What follows belongs to an exercise in optimizing a design on an open flow for small area; a production flow would make more cautious choices. At most, simulation tests tie the RTL to the original design; equivalence was not proved. Power and IR drop assume default switching activity.

## apb_fir_acc
module apb_fir_acc (
  input  logic                           i_clk,
  input  logic                           i_reset,
  input  logic [fir_acc_pkg::ADDR_W-1:0] i_paddr,
  input  logic [31:0]                    i_pwdata,
  input  logic                           i_pwrite,
  input  logic                           i_psel,
  input  logic                           i_penable,
  output logic [31:0]                    o_prdata,
  output logic                           o_pready,
  output logic                           o_pslverr
);
  logic [fir_acc_pkg::ACC_W-1:0]    fifo_data;
  logic [fir_acc_pkg::ACC_W-1:0]    chain_result;
  logic                             fifo_empty;
  logic                             fifo_full;
  logic                             busy;
  logic                             pop;
  logic                             ce;
  logic                             flush;
  logic                             input_done;
  logic                             drain_done;
  logic                             last_drain_q;
  logic                             sample_acc;
  logic                             init;
  always_ff @(posedge i_clk or posedge i_reset)
  begin
    if (i_reset)
      init <= 1'b1;
    else
      init <= 1'b0;
  end
  logic [fir_acc_pkg::MAX_TAPS-1:0][fir_acc_pkg::TAP_W-1:0] cfg_taps;
  logic [fir_acc_pkg::NTAPS_W-1:0]                          cfg_ntaps;
  ...
clock: 10.0 ns
lec_check: 0
cap_margin: 20
core_margin: 2
core_utilization: 70
cts_cluster_diameter: 70
cts_cluster_size: 30
place_density: 0.8
slew_margin: 20
run.sh (not shown) runs the stock make flow with config.mk's settings and CLKGATE_MAP_FILE= SYNTH_SCRIPT=/design/flow/synth_recipe.tcl, a recipe that flattens the netlist after the stock synthesis.
Edit:
Settings changed: CORE_UTILIZATION 70 to 60, PLACE_DENSITY 0.8 to 0.7.
What happened:
- The new run finished clean
- total power is higher slightly
- worst setup slack got worse by 0.024 ns
- routed wire length is lower slightly
- non-clock buffer count is higher by 17
- final area is higher slightly
Function was not checked in any run of this note: the RTL went through the layout flow alone.

========
apb_fir_acc, a different RTL version from the one above (not shown whole).
Size in the first run: roughly 83 I/O pins, roughly 51,000 µm² of cells after synthesis.
Settings: LEC_CHECK=0, ABC_AREA=1, CAP_MARGIN=20, CORE_MARGIN=2, CORE_UTILIZATION=40, PLACE_DENSITY=0.6, SLEW_MARGIN=20; clock period 10.0 ns.
Then changed:
--- a/flow/config.mk
+++ b/flow/config.mk
@@ -8 +7,0 @@
-export ABC_AREA = 1
@@ -11,0 +11,2 @@
+export CTS_CLUSTER_DIAMETER = 70
+export CTS_CLUSTER_SIZE = 30
What happened: Cell area went down by 2.4%; clock power goes down by 21%; utilization shrinks by 0.32 points.
Then changed:
--- a/flow/config.mk
+++ b/flow/config.mk
@@ -11,2 +10,0 @@
-export CTS_CLUSTER_DIAMETER = 70
-export CTS_CLUSTER_SIZE = 30
- The changed run passed the timing, design-rule and antenna checks
- worst setup slack is worse by 0.074 ns
- die area is unchanged
- total power came out higher by about 8%
- design area came out higher by about 1.5%
- critical path depth stays the same
- final cell count came out higher by about 1%
- combinational power barely changes
- routed wire length came out higher by about 0.66%
Then changed:
--- a/flow/config.mk
+++ b/flow/config.mk
@@ -10,2 +10,4 @@
-export CORE_UTILIZATION = 40
-export PLACE_DENSITY = 0.6
+export CORE_UTILIZATION = 60
+export CTS_CLUSTER_DIAMETER = 70
+export CTS_CLUSTER_SIZE = 30
+export PLACE_DENSITY = 0.7
=> Clock skew increases by 0.017 ns. Core utilization rises by 20 points. Register-to-register slack hardly moves. Clock power drops by 29%. Fmax goes up by 1.2%. Wire length falls by 5.2%. Die area fell by 33%. Hold slack improves by 0.0061 ns. Critical path depth grows by 2.

========
== JK ==
apb_fir_acc, a different RTL version from the one above (not shown whole).
For scale: roughly 3,900 cells after synthesis, ~83 I/O pins, roughly 46,000 um^2 of cells after synthesis.
export LEC_CHECK = 0
export CAP_MARGIN = 20
export CORE_MARGIN = 2
export CORE_UTILIZATION = 70
export CTS_CLUSTER_DIAMETER = 70
export CTS_CLUSTER_SIZE = 30
export PLACE_DENSITY = 0.8
export SLEW_MARGIN = 20
create_clock -name core_clock -period 10.0 [get_ports {i_clk}]
standard.sh (not shown) runs the stock make flow with config.mk's settings and CLKGATE_MAP_FILE= SYNTH_SCRIPT=/design/flow/synth_recipe.tcl, a recipe that flattens the netlist after the stock synthesis.
==> flow/flow/run.sh <==
#!/bin/bash
# The standard layout with one extra step between synthesis and floorplan:
# flow/polarity.py cleans up the inverters the synthesis leaves around its
# full adders (a full adder is self-dual, so it can work on inverted signals).
# Registers and every other cell keep their names, cells and connections.
set -euo pipefail
R="$PWD/orfs/results/${FLOW_PLATFORM}/apb_fir_acc/base"
# standard synthesis, up to its netlist
bash standard.sh "$R/1_2_yosys.v" > synth.log 2>&1
cp "$R/1_2_yosys.v" 1_2_yosys.standard.v
python3 flow/polarity.py 1_2_yosys.standard.v 1_2_yosys.polarity.v > polarity.log 2>&1
cp 1_2_yosys.polarity.v "$R/1_2_yosys.v"
# the rest of the standard layout, from this netlist
bash standard.sh > layout.log 2>&1
Other scripts of this flow, unchanged in this note and not shown: flow/flow/polarity.py
Input changes introduced in PW (baseline for comparison: JK):
diff --git a/flow/config.mk b/flow/config.mk
--- a/flow/config.mk
+++ b/flow/config.mk
@@ -9,6 +9,7 @@
 export CORE_MARGIN = 2
 export CORE_UTILIZATION = 70
-export CTS_CLUSTER_DIAMETER = 70
-export CTS_CLUSTER_SIZE = 30
+export CTS_BUF_LIST = sky130_fd_sc_hd__clkbuf_8
+export CTS_CLUSTER_DIAMETER = 50
+export CTS_CLUSTER_SIZE = 16
 export PLACE_DENSITY = 0.8
 export SLEW_MARGIN = 20
--- outcome ---
- PW: done, clean on timing, DRC and antenna
- Area overhead of the layout relative to synthesis: PW vs JK up 0.40 points
- Looking at later-pin clock latency in the skew report, PW sits 0.11 ns above JK.
- Share of total power in the clock network (lower): JK
- PW has core utilization above what JK had.
- met2 demand-to-capacity share in global routing for PW is lower than for JK.

==> what the ideal ports hide <==
The flow's constraints put no driver on any port. The routed layouts listed below were extracted and timed again, unchanged, in two steps. Step 1 assumes that a clkbuf_16 drives the clock port and a buf_2 every other input. Step 2 also shifts input and output timing later by t, the mid clock arrival at the registers, as if the neighbouring blocks saw the same clock. Three values: ideal ports, drivers, drivers and shift; two values: the first two.
run | shift t [ns] | setup slack, ns | hold WS [ns] | worst slew at a driven data input, ns | cell pins on the clock port's net
the first run of note 1 | 0.709 | 0.578 / 0.620 / -0.089 | 0.469 / 0.469 / 0.469 | 0.04 | 1
the second run of note 1 | 0.720 | 0.553 / 0.590 / -0.131 | 0.455 / 0.455 / 0.455 | 0.04 | 1
the first run of note 2 | 0.718 | 0.894 / 0.868 / 0.230 | 0.463 / 0.463 / 0.463 | 0.04 | 1
the second run of note 2 | 0.768 | 0.916 / 0.953 / 0.184 | 0.456 / 0.456 / 0.456 | 0.17 | 1
the third run of note 2 | 0.732 | 0.841 / 0.879 / 0.147 | 0.452 / 0.452 / 0.452 | 0.17 | 1
the fourth run of note 2 | 0.729 | 0.948 / 0.996 / 0.267 | 0.458 / 0.458 / 0.458 | 0.09 | 1
JK | 0.697 | 0.597 / 0.642 / -0.055 | 0.475 / 0.475 / 0.475 | 0.04 | 1
PW | 0.801 | 0.648 / 0.681 / -0.120 | 0.470 / 0.470 / 0.470 | 0.04 | 1
Met with ideal ports but missed after step 2: setup timing in the first run of note 1, the second run of note 1, JK and PW. The setup slack of PW, which loses most, moves by +0.033 ns with the drivers and by -0.768 ns with both steps.
